From an optimization exercise on the open Yosys and OpenROAD flow, aimed at small area; shortcuts taken in it are not production practice. In this exercise RTL edits were held to simulation tests only and were not proved equivalent to the original. Power figures rest on the tool's default switching activity, not on a simulated workload.

==> flow/design.v <==
`timescale 1ns/100ps
module demodChannel (
    input  logic               clk,
    input  logic               rstN,
    input  logic               addE,      
    input  logic               subE,      
    input  logic               ldE,       
    input  logic               cpyE,      
    input  logic signed [15:0] sIn,
    output logic signed [15:0] demodOut
);
    function automatic logic [15:0] rca16(input logic [15:0] a, input logic [15:0] b, input logic ci);
        logic c;
        c = ci;
        for (int k = 0; k < 16; k++) begin
            rca16[k] = a[k] ^ b[k] ^ c;
            c = (a[k] & b[k]) | (a[k] & c) | (b[k] & c);
        end
    endfunction
    logic [15:0] accN;
    logic [15:0] xc, an;
    assign xc = (sIn & {16{subE}}) | (~sIn & {16{addE}});
    assign an = accN | {16{ldE}};
    always_ff @(posedge clk) accN <= rca16(an, xc, addE);
    always_ff @(posedge clk or negedge rstN) begin
        if (!rstN)     demodOut <= '0;
        else if (cpyE) demodOut <= ~accN;
    end
endmodule
`timescale 1ns/100ps
module lockInTop (
    input  logic               clk,
    input  logic               rstN,
    input  logic        [15:0] divFast,
    input  logic        [15:0] divSlow,
    input  logic signed [15:0] sIn,
    output logic signed [5:0]  modSlope,
    output logic signed [25:0] modOut,
    output logic signed [15:0] demodF,
    output logic signed [15:0] demodFQ,
    output logic signed [15:0] demod2f,
    output logic signed [15:0] demod2fQ,
    output logic signed [15:0] demod3f,
    output logic signed [15:0] demod3fQ
);
    function automatic logic [16:0] rca16c(input logic [15:0] a, input logic [15:0] b);
        logic c;
        c = 1'b0;
        for (int k = 0; k < 16; k++) begin
            rca16c[k] = a[k] ^ b[k] ^ c;
            c = (a[k] & b[k]) | (a[k] & c) | (b[k] & c);
        end
        rca16c[16] = c;
    endfunction
    function automatic logic [6:0] rca6(input logic [5:0] a, input logic [5:0] b);
        logic c;
        c = 1'b0;
        for (int k = 0; k < 6; k++) begin
            rca6[k] = a[k] ^ b[k] ^ c;
            c = (a[k] & b[k]) | (a[k] & c) | (b[k] & c);
        end
        rca6[6] = c;
    endfunction
    function automatic logic [15:0] inc16(input logic [15:0] a, input logic ci);
        logic c;
        c = ci;
        for (int k = 0; k < 16; k++) begin
            inc16[k] = a[k] ^ c;
            c = a[k] & c;
        end
    endfunction
    logic [15:0] fastCnt1, slowCnt1;
    logic        fastTick, slowTick;
    logic        fastWrap, slowWrap;
    assign fastWrap = (fastCnt1 == divFast);
    assign slowWrap = (slowCnt1 == divSlow);
    always_ff @(posedge clk or negedge rstN) begin
        if (!rstN) begin
            fastCnt1 <= 16'd1;
            slowCnt1 <= 16'd1;
            fastTick <= 1'b0;
            slowTick <= 1'b0;
        end else begin
            fastTick <= fastWrap;
            slowTick <= fastWrap && slowWrap;
            fastCnt1 <= fastWrap ? 16'd1 : inc16(fastCnt1, 1'b1);
            slowCnt1 <= (fastWrap && slowWrap) ? 16'd1 : inc16(slowCnt1, fastWrap);
        end
    end
    logic [3:0] l;
    logic [1:0] third;
    logic       half;
    logic       lWrap;
    assign lWrap = l[3] & l[0];    
    always_ff @(posedge clk or negedge rstN) begin
        if (!rstN) begin
            l     <= 4'd0;
            third <= 2'd3;
            half  <= 1'b0;
        end else if (slowTick) begin
            l <= lWrap ? 4'd0 : l + 4'd1;
            if (lWrap) begin
                third <= third[1] ? 2'd0 : third + 2'd1;
                half  <= half ^ third[1];
            end else if (third == 2'd3) begin
                third <= 2'd0;
            end
        end
    end
    logic z0, z1, z2, rst0, hOdd;
    logic lLe1, lLe3, lLe5, lLe7, lEq0, lEq1, lEq2, lEq4, lEq5, lEq6, lEq8, lEq9;
    assign z0   = third[0] ~^ third[1];        
    assign z1   = ~third[1] & third[0];
    assign z2   = third[1] & ~third[0];
    assign rst0 = third[1] & third[0];
    assign hOdd = half ^ z1;                   
    assign lLe1 = ~l[3] & ~l[2] & ~l[1];
    assign lLe3 = ~l[3] & ~l[2];
    assign lLe5 = ~l[3] & ~(l[2] & l[1]);
    assign lLe7 = ~l[3];
    assign lEq0 = (l == 4'd0);
    assign lEq1 = (l == 4'd1);
    assign lEq2 = (l == 4'd2);
    assign lEq4 = (l == 4'd4);
    assign lEq5 = (l == 4'd5);
    assign lEq6 = (l == 4'd6);
    assign lEq8 = (l == 4'd8);
    assign lEq9 = (l == 4'd9);
    logic [5:0] actW, negW, ldW, cpyW;
    assign actW[0] = (z0 & ~lLe3) | z1 | (z2 & lLe3);
    assign negW[0] = half;
    assign ldW[0]  = z0 & ~half & lEq4;
    assign cpyW[0] = half & z2 & lEq8;
    assign actW[1] = ~z1;
    assign negW[1] = half ^ z2;
    assign ldW[1]  = (half & z2 & lEq0) | rst0;
    assign cpyW[1] = half & z1 & lEq4;
    assign actW[2] = (z0 & ~lEq0) | (z1 & lLe1) | (z1 & ~lLe5) | (z2 & (lLe5 | lEq6));
    assign negW[2] = z2 | (z1 & ~lLe5);
    assign ldW[2]  = z0 & lEq1;
    assign cpyW[2] = z2 & lEq8;
    assign actW[3] = (z2 & ~(lLe3 & ~lEq4)) | (z0 & lLe5) | z1 | (z2 & lEq0);
    assign negW[3] = z1 | (z2 & lEq0);
    assign ldW[3]  = (z2 & lEq5) | rst0;
    assign cpyW[3] = z2 & lEq2;
    assign actW[4] = lLe7;
    assign negW[4] = hOdd;
    assign ldW[4]  = ~hOdd & lEq0;
    assign cpyW[4] = hOdd & lEq8;
    assign actW[5] = ~(lEq4 | lEq5);
    assign negW[5] = hOdd ^ ~lLe5;
    assign ldW[5]  = (hOdd & lEq6) | rst0;
    assign cpyW[5] = hOdd & lEq4;
    logic periodStart;
    assign periodStart = half & z2 & lEq9;
    logic signed [5:0] slope;
    always_comb begin
        case ({half, third, l})
            7'd0: slope = 6'sd12;
            7'd1: slope = 6'sd12;
            7'd2: slope = 6'sd12;
            7'd3: slope = 6'sd12;
            7'd4: slope = 6'sd11;
            7'd5: slope = 6'sd10;
            7'd6: slope = 6'sd9;
            7'd7: slope = 6'sd8;
            7'd8: slope = 6'sd7;
            7'd9: slope = 6'sd6;
            7'd10: slope = 6'sd6;
            7'd11: slope = 6'sd6;
            7'd12: slope = 6'sd6;
            7'd13: slope = 6'sd6;
            7'd14: slope = 6'sd6;
            7'd15: slope = 6'sd6;
            7'd16: slope = 6'sd5;
            7'd17: slope = 6'sd4;
            7'd18: slope = 6'sd3;
            7'd19: slope = 6'sd2;
            7'd20: slope = 6'sd0;
            7'd21: slope = -6'sd2;
            7'd22: slope = -6'sd3;
            7'd23: slope = -6'sd4;
            7'd24: slope = -6'sd5;
            7'd25: slope = -6'sd6;
            7'd26: slope = -6'sd6;
            7'd27: slope = -6'sd6;
            7'd28: slope = -6'sd6;
            7'd29: slope = -6'sd6;
            7'd30: slope = -6'sd6;
            7'd31: slope = -6'sd6;
            7'd32: slope = -6'sd7;
            7'd33: slope = -6'sd8;
            7'd34: slope = -6'sd9;
            7'd35: slope = -6'sd10;
            7'd36: slope = -6'sd11;
            7'd37: slope = -6'sd12;
            7'd38: slope = -6'sd12;
            7'd39: slope = -6'sd12;
            7'd40: slope = -6'sd12;
            7'd41: slope = -6'sd12;
            7'd42: slope = -6'sd12;
            7'd43: slope = -6'sd12;
            7'd44: slope = -6'sd12;
            7'd45: slope = -6'sd12;
            7'd46: slope = -6'sd12;
            7'd47: slope = -6'sd12;
            7'd48: slope = 6'sd0;
            7'd49: slope = 6'sd0;
            7'd50: slope = 6'sd0;
            7'd51: slope = 6'sd0;
            7'd52: slope = 6'sd0;
            7'd53: slope = 6'sd0;
            7'd54: slope = 6'sd0;
            7'd55: slope = 6'sd0;
            7'd56: slope = 6'sd0;
            7'd57: slope = 6'sd0;
            7'd58: slope = 6'sd0;
            7'd59: slope = 6'sd0;
            7'd60: slope = 6'sd0;
            7'd61: slope = 6'sd0;
            7'd62: slope = 6'sd0;
            7'd63: slope = 6'sd0;
            7'd64: slope = -6'sd12;
            7'd65: slope = -6'sd12;
            7'd66: slope = -6'sd12;
            7'd67: slope = -6'sd12;
            7'd68: slope = -6'sd11;
            7'd69: slope = -6'sd10;
            7'd70: slope = -6'sd9;
            7'd71: slope = -6'sd8;
            7'd72: slope = -6'sd7;
            7'd73: slope = -6'sd6;
            7'd74: slope = -6'sd6;
            7'd75: slope = -6'sd6;
            7'd76: slope = -6'sd6;
            7'd77: slope = -6'sd6;
            7'd78: slope = -6'sd6;
            7'd79: slope = -6'sd6;
            7'd80: slope = -6'sd5;
            7'd81: slope = -6'sd4;
            7'd82: slope = -6'sd3;
            7'd83: slope = -6'sd2;
            7'd84: slope = 6'sd0;
            7'd85: slope = 6'sd2;
            7'd86: slope = 6'sd3;
            7'd87: slope = 6'sd4;
            7'd88: slope = 6'sd5;
            7'd89: slope = 6'sd6;
            7'd90: slope = 6'sd6;
            7'd91: slope = 6'sd6;
            7'd92: slope = 6'sd6;
            7'd93: slope = 6'sd6;
            7'd94: slope = 6'sd6;
            7'd95: slope = 6'sd6;
            7'd96: slope = 6'sd7;
            7'd97: slope = 6'sd8;
            7'd98: slope = 6'sd9;
            7'd99: slope = 6'sd10;
            7'd100: slope = 6'sd11;
            7'd101: slope = 6'sd12;
            7'd102: slope = 6'sd12;
            7'd103: slope = 6'sd12;
            7'd104: slope = 6'sd12;
            7'd105: slope = 6'sd12;
            7'd106: slope = 6'sd12;
            7'd107: slope = 6'sd12;
            7'd108: slope = 6'sd12;
            7'd109: slope = 6'sd12;
            7'd110: slope = 6'sd12;
            7'd111: slope = 6'sd12;
            7'd112: slope = 6'sd0;
            7'd113: slope = 6'sd0;
            7'd114: slope = 6'sd0;
            7'd115: slope = 6'sd0;
            7'd116: slope = 6'sd0;
            7'd117: slope = 6'sd0;
            7'd118: slope = 6'sd0;
            7'd119: slope = 6'sd0;
            7'd120: slope = 6'sd0;
            7'd121: slope = 6'sd0;
            7'd122: slope = 6'sd0;
            7'd123: slope = 6'sd0;
            7'd124: slope = 6'sd0;
            7'd125: slope = 6'sd0;
            7'd126: slope = 6'sd0;
            7'd127: slope = 6'sd0;
            default: slope = 6'sd0;
        endcase
    end
    assign modSlope = slope;
    logic        reload;
    logic [5:0]  slopeG;
    logic [6:0]  lowSum;
    logic        upInc, upDec;
    logic [19:0] upper;
    logic [18:0] sixDiv;
    logic        t;
    assign reload = fastTick && periodStart;
    assign slopeG = fastTick ? slope : 6'd0;
    assign lowSum = rca6(modOut[5:0], slopeG);
    assign upInc  = lowSum[6] && !slopeG[5];
    assign upDec  = slopeG[5] && !lowSum[6];
    always_comb begin
        t = upInc || upDec;
        for (int k = 0; k < 20; k++) begin
            upper[k] = modOut[6 + k] ^ t;
            t = t & (modOut[6 + k] ^ upDec);
        end
    end
    assign sixDiv = {rca16c(divSlow, {1'b0, divSlow[15:1]}), divSlow[0], 1'b0};
    always_ff @(posedge clk or negedge rstN) begin
        if (!rstN) modOut <= '0;
        else       modOut <= reload ? {7'd0, sixDiv} : {upper, lowSum[5:0]};
    end
    logic [5:0] addE, subE, ldE, cpyE;
    assign addE = {6{slowTick}} & actW & ~negW;
    assign subE = {6{slowTick}} & actW & negW;
    assign ldE  = {6{slowTick}} & ldW;
    assign cpyE = {6{slowTick}} & cpyW;
    demodChannel demodF_i (
        .clk(clk), .rstN(rstN), .addE(addE[0]), .subE(subE[0]), .ldE(ldE[0]), .cpyE(cpyE[0]),
        .sIn(sIn), .demodOut(demodF)
    );
    demodChannel demodFQ_i (
        .clk(clk), .rstN(rstN), .addE(addE[1]), .subE(subE[1]), .ldE(ldE[1]), .cpyE(cpyE[1]),
        .sIn(sIn), .demodOut(demodFQ)
    );
    demodChannel demod2f_i (
        .clk(clk), .rstN(rstN), .addE(addE[2]), .subE(subE[2]), .ldE(ldE[2]), .cpyE(cpyE[2]),
        .sIn(sIn), .demodOut(demod2f)
    );
    demodChannel demod2fQ_i (
        .clk(clk), .rstN(rstN), .addE(addE[3]), .subE(subE[3]), .ldE(ldE[3]), .cpyE(cpyE[3]),
        .sIn(sIn), .demodOut(demod2fQ)
    );
    demodChannel demod3f_i (
        .clk(clk), .rstN(rstN), .addE(addE[4]), .subE(subE[4]), .ldE(ldE[4]), .cpyE(cpyE[4]),
        .sIn(sIn), .demodOut(demod3f)
    );
    demodChannel demod3fQ_i (
        .clk(clk), .rstN(rstN), .addE(addE[5]), .subE(subE[5]), .ldE(ldE[5]), .cpyE(cpyE[5]),
        .sIn(sIn), .demodOut(demod3fQ)
    );
endmodule
==> flow/flow/run.sh <==
#!/bin/bash
# The standard layout (standard.sh), with these changes to how it is built:
#  - synthesis is the standard flow's own script, with an area-oriented ABC mapping script
#    (flow/synth_wrap.tcl, flow/abc_area_map.script); flip-flops are mapped as before;
#  - the port buffers are plain buf_1 cells (every port still gets its buffer);
#  - clock tree synthesis uses small clock buffers and no dummy loads (flow/cts_args.txt).
set -euo pipefail
here="$(pwd)"
export BUFFER_PORTS_ARGS="-buffer_cell sky130_fd_sc_hd__buf_1"
export CTS_ARGS="$(cat flow/cts_args.txt)"
export MY_ABC_SCRIPT="$here/flow/abc_area_map.script"
export FLOW_SYNTH_TCL="$here/synth_recipe.tcl"
sed "s|SYNTH_SCRIPT=[^ ]*|SYNTH_SCRIPT=$here/flow/synth_wrap.tcl|" standard.sh > my_standard.sh
bash my_standard.sh > standard.log 2>&1
==> flow/flow/abc_area_map.script <==
strash
dch -f
amap
topo
==> flow/flow/cts_args.txt <==
-sink_clustering_enable -repair_clock_nets -dont_use_dummy_load -buf_list {sky130_fd_sc_hd__clkbuf_4} -root_buf sky130_fd_sc_hd__clkbuf_4 -sink_clustering_buffer sky130_fd_sc_hd__clkbuf_4 -sink_clustering_size 9 -sink_clustering_max_diameter 50
==> flow/flow/synth_wrap.tcl <==
# The standard flow's synthesis script (synth_recipe.tcl), with one change: the ABC mapping step
# uses flow/abc_area_map.script (area-oriented amap) instead of ORFS's ABC script.
# Everything before and after ABC, flip-flop mapping included, is unchanged.
proc abc {args} {
  set i [lsearch $args -script]
  if {$i >= 0} {
    lset args [expr {$i + 1}] $::env(MY_ABC_SCRIPT)
  }
  puts "synth_wrap: abc $args"
  yosys abc {*}$args
}
source $::env(FLOW_SYNTH_TCL)
==> flow/standard.sh <==
#!/bin/bash
# synth_recipe.tcl (not shown) runs the flow's synth.tcl, then flattens the netlist and writes it again
# the make line also repeats each setting of config.mk as NAME=value (left out here)
make -C /OpenROAD-flow-scripts/flow DESIGN_CONFIG=/design/flow/config.mk WORK_HOME=/design/flow/orfs CLKGATE_MAP_FILE= SYNTH_SCRIPT=/design/flow/synth_recipe.tcl "${@:-finish}"
==> flow/config.mk <==
export PLATFORM = sky130hd
export DESIGN_NAME = lockInTop
export DESIGN_NICKNAME = lockInTop
export VERILOG_FILES = /design/flow/design.v
export SDC_FILE = /design/flow/constraint.sdc
export NUM_CORES = 4
export LEC_CHECK = 0
export ABC_AREA = 1
export CAP_MARGIN = 0
export CORE_MARGIN = 2
export CORE_UTILIZATION = 55
export PLACE_DENSITY = 0.7
export SLEW_MARGIN = 0
==> flow/constraint.sdc <==
create_clock -name core_clock -period 10.0 [get_ports {clk}]
set_input_delay 2.0000 -clock core_clock [delete_from_list [all_inputs] [get_ports {clk}]]
set_output_delay 2.0000 -clock core_clock [all_outputs]
set_load 0.01 [all_outputs]
==> impl_metrics.sql <==
INSERT INTO impl_metrics (metric_group, metric, value, unit) VALUES
('sta', 'setup_slack', '0.5994', 'ns'),
('floorplanning', 'die_width', '157.6', 'um'),
('sta', 'tightestPinTransition', '1.201', 'ns'),
('layout', 'area_growth_from_synthesis_to_layout', '12.06', '%'),
('setup_path', 'critical-path-slowest-cell', 'sky130_fd_sc_hd__dfrtp_1', ''),
('sta', 'skew_final', '0.04195', 'ns'),
('worst_hold_path', 'holdCritPathClass', 'reg -> reg', ''),
('setup_path', 'worst_setup_path_end_kind', 'register', ''),
('setup_path', 'cp_data_arrival_time', '9.92', 'ns'),
('clocking', 'clock_tree.htree_level_count', '2', ''),
('clocking', 'path_clk_slew', '0.10', 'ns'),
('setup_path', 'critPathTopFamily', 'adder cells', ''),
('global_route', 'grt_max_degree', '72', ''),
('floorplanning', 'ioPinCount', '178', ''),
('detailed_routing', 'firstDrtPassIters', '5', ''),
('setup_path', 'worstSetupStartpoint', 'l[1]$_DFFE_PN0P_', ''),
('setup_path', 'critical-path-top-cell-by-count', 'sky130_fd_sc_hd__fa_1', ''),
('sta', 'count_of_endpoints_failing_hold_in_the_final_timing_report', '0', ''),
('synthesis', 'synth_top_flop_cell', 'sky130_fd_sc_hd__dfrtp_1', ''),
('clocking', 'clock_tree_from_tritoncts', 'built', ''),
('synthesis', 'number_of_enable_flip_flop_cells_after_synthesis', '0', ''),
('layout', 'regArea', '6006', 'sq um'),
('pwr', 'ir_drop', '0.07617', 'mV'),
('status', 'result_of_the_run', 'no timing/DRC/antenna violations', ''),
('setup_path', 'critical_path_cell_count', '29', ''),
('layout', 'multi_input_area', '6660', 'sq um'),
('floorplanning', 'die_y', '157.6', 'um'),
('global_route', 'global_route.overflow_total', '0', ''),
('detailed_routing', 'vias', '9871', ''),
('layout', 'final_layout_size_suffix_gt1_share', '5.198', '%'),
('layout', 'largest_reg_flops', '26', ''),
('pwr', 'power.static_leakage', '6.281', 'nW'),
('setup_path', 'cp.buffers_inverters', '3', ''),
('sta', 'slew_violations', '0', ''),
('global_route', 'met1_usage', '36.41', '%'),
('placed_design', 'hpwl', '23.34', 'mm'),
('layout', 'fill_cells', '2029', ''),
('pwr', 'total_power_after_layout', '0.001722', 'W'),
('synthesis', 'synth_top_area_share', '30.65', '%'),
('sta', 'final_min_period_over_clock_period', '94.01', '%'),
('synthesis', 'yosysTopAreaCell', 'sky130_fd_sc_hd__dfrtp_1', ''),
('sta', 'setup_tns', '0', 'ns'),
('sta', 'grt_setup_unrepaired', 'false', ''),
('detailed_routing', 'drc_errors', '0', ''),
('global_route', 'globalRouteMet2Util', '39.32', '%'),
('floorplanning', 'die-area', '24840', 'sq um'),
('synthesis', 'post-synth-top-count-cell', 'sky130_fd_sc_hd__nor2_1', ''),
('setup_path', 'regToRegStartpoint', 'l[1]$_DFFE_PN0P_', ''),
('detailed_routing', 'finalWirelength', '30.34', 'mm'),
('synthesis', 'synth.area.top_cells', 'sky130_fd_sc_hd__dfrtp_1 31%, sky130_fd_sc_hd__fa_1 17%, sky130_fd_sc_hd__dfxtp_1 15%', ''),
('flow_run', 'drv_cap', '0', ''),
('detailed_routing', 'detailedRoute.firstIterationViolations', '558', ''),
('setup_path', 'crit_required', '10.52', 'ns'),
('clocking', 'clock_sink_count', '259', ''),
('sta', 'final_report_setup_violation_count', '0', ''),
('setup_path', 'worstSetupPathType', 'reg -> reg', ''),
('clocking', 'cts_inserted_buffers', '35', ''),
('clocking', 'root_buffer', 'sky130_fd_sc_hd__clkbuf_4', ''),
('synthesis', 'seq_area_frac_synth', '46.27', '%'),
('detailed_routing', 'postRouteAntennaNets', '0', ''),
('setup_path', 'worst_path_largest_cell_delay', '0.47', 'ns'),
('worst_hold_path', 'hold-path-cell-count', '1', ''),
('floorplanning', 'num_rows', '56', ''),
('worst_hold_path', 'hold_start', 'demod3f_i.accN[0]$_DFF_P_', ''),
('setup_path', 'start_kind', 'register', ''),
('detailed_routing', 'wire_per_inst', '17.02', 'um'),
('placed_design', 'gpl.final_weighted_congestion', '0.9317', ''),
('sta', 'min_cycle_time_layout', '9.401', 'ns'),
('pwr', 'power_density', '118.4', 'nW/um^2'),
('synthesis', 'post_syn_nets', '1431', ''),
('synthesis', 'post_synth_instance_area', '12980', 'sq um');
## cells by family after synthesis
group,share of synthesized area [%]
buffers and inverters,2.689
DFF,46.27
xor gates and xnor gates,0.7423
and+or+nand+nor,13.60
AOI/OAI and AO/OA,15.32
adders and majority gates,21.38
## worst paths after layout
kind | to | slack, ns
worst min-delay path | demod3f_i.demodOut[0]$_DFFE_PN0P_ | 0.41
max in group asynchronous | fastCnt1[14]$_DFF_PN0_ | 7.34
worst max-delay path | demod2f_i.accN[15]$_DFF_P_ | 0.60
worst max register to register | demod2f_i.accN[15]$_DFF_P_ | 0.60
min in group asynchronous | demod2f_i.demodOut[0]$_DFFE_PN0P_ | 1.36
worst min register to register | demod3f_i.demodOut[0]$_DFFE_PN0P_ | 0.41
## worst reg2reg max path: cells and delay by family (launching register included)
kind | cells | cell delay, ns
flip-flops | 1 | 0.47
AND/OR/NAND/NOR | 5 | 0.64
buffers and inverters | 3 | 0.32
AO/OA/AOI/OAI | 5 | 0.81
adder cells (fa/ha/maj) | 16 | 7.07
## area by class of cell
type                    instances  share of cell area, %
clock buffers                  35                  1.806
well taps                     319                  2.744
inverters                      91                  2.348
flip-flops and latches        259                  41.29
diodes                          2                0.03441
repair buffers                204                  5.987
multi-input cells             873                  45.79
## cell usage in the layout, fill, tap and decap left out, types with 3 or more instances in the layout
master	instances
sky130_fd_sc_hd__nor2_1	176
sky130_fd_sc_hd__buf_1	176
sky130_fd_sc_hd__dfrtp_1	159
sky130_fd_sc_hd__a21oi_1	129
sky130_fd_sc_hd__o22ai_1	108
sky130_fd_sc_hd__fa_1	108
sky130_fd_sc_hd__dfxtp_1	96
sky130_fd_sc_hd__clkinv_1	91
sky130_fd_sc_hd__or2_0	89
sky130_fd_sc_hd__ha_1	49
sky130_fd_sc_hd__nand2_1	38
sky130_fd_sc_hd__o21ai_0	37
sky130_fd_sc_hd__nor2b_1	37
sky130_fd_sc_hd__clkbuf_4	37
sky130_fd_sc_hd__buf_4	26
sky130_fd_sc_hd__o22a_1	15
sky130_fd_sc_hd__o221ai_1	10
sky130_fd_sc_hd__xor2_1	9
sky130_fd_sc_hd__nand3_1	9
sky130_fd_sc_hd__nor3_1	7
sky130_fd_sc_hd__a31oi_1	6
sky130_fd_sc_hd__nor2_2	5
sky130_fd_sc_hd__o211ai_1	5
sky130_fd_sc_hd__nand4_1	4
sky130_fd_sc_hd__a211oi_1	4
sky130_fd_sc_hd__dfstp_2	4
sky130_fd_sc_hd__a221oi_1	3
sky130_fd_sc_hd__a22oi_1	3
## through the flow
| stage | cells | area (sq um) | util [%] |
|---|---|---|---|
| after CTS | 1780 | 14520 | 62.22 |
| after detailed placement | 1745 | 14250 | 61.10 |
| after global routing | 1783 | 14550 | 62.34 |
| final | 1783 | 14550 | 62.34 |
| after global placement | 1745 | 14250 | 61.10 |
| after floorplan | 1224 | 12980 | - |
## report_power, final
part,internal [W],switching [W]
Combinational,0.0000481,0.0000717
Clock,0.000162,0.000334
Sequential,0.00108,0.0000258
## timing repair
action / in CTS / in global routing
endpoints found under the setup margin: 0 / 2
hold buffers: 0 / 0
resized for setup: 0 / 3
## per-layer routing
metal / vias to the layer above / wire length (um) / share of wire (%)
met3: 51 / 1960 / 6.5
met1: 4790 / 13560 / 45
met5: - / 0 / 0
li1: 4734 / - / -
met4: 0 / 694 / 2.3
met2: 296 / 14120 / 47

## afterwards: timing with drivers on the ports
How much do the figures lean on ideal ports? The routed layout below was timed once more, with nothing changed but the port constraints. Step 1, drivers: a clkbuf_16 drives clk and a buf_2 each remaining input, both assumed. Step 2 times the ports against the registers' clock, not the clock port: input delays grow and output delays shrink by t, the midpoint of the rising clock arrivals with the driver on. a / b / c = ideal / step 1 / step 2; a / b = the first two.
t (ns): 0.655
setup WS [ns]: 0.599 / 0.599 / 0.329
hold slack, ns: 0.410 / 0.410 / 0.410
worst setup path at the end: input to register
slew at the worst register clock pin (ns): 0.11 / 0.11
After both steps setup and hold are still met in this run. For this run, drivers alone change the setup slack by 0.000 ns; drivers and shift together by -0.270 ns.
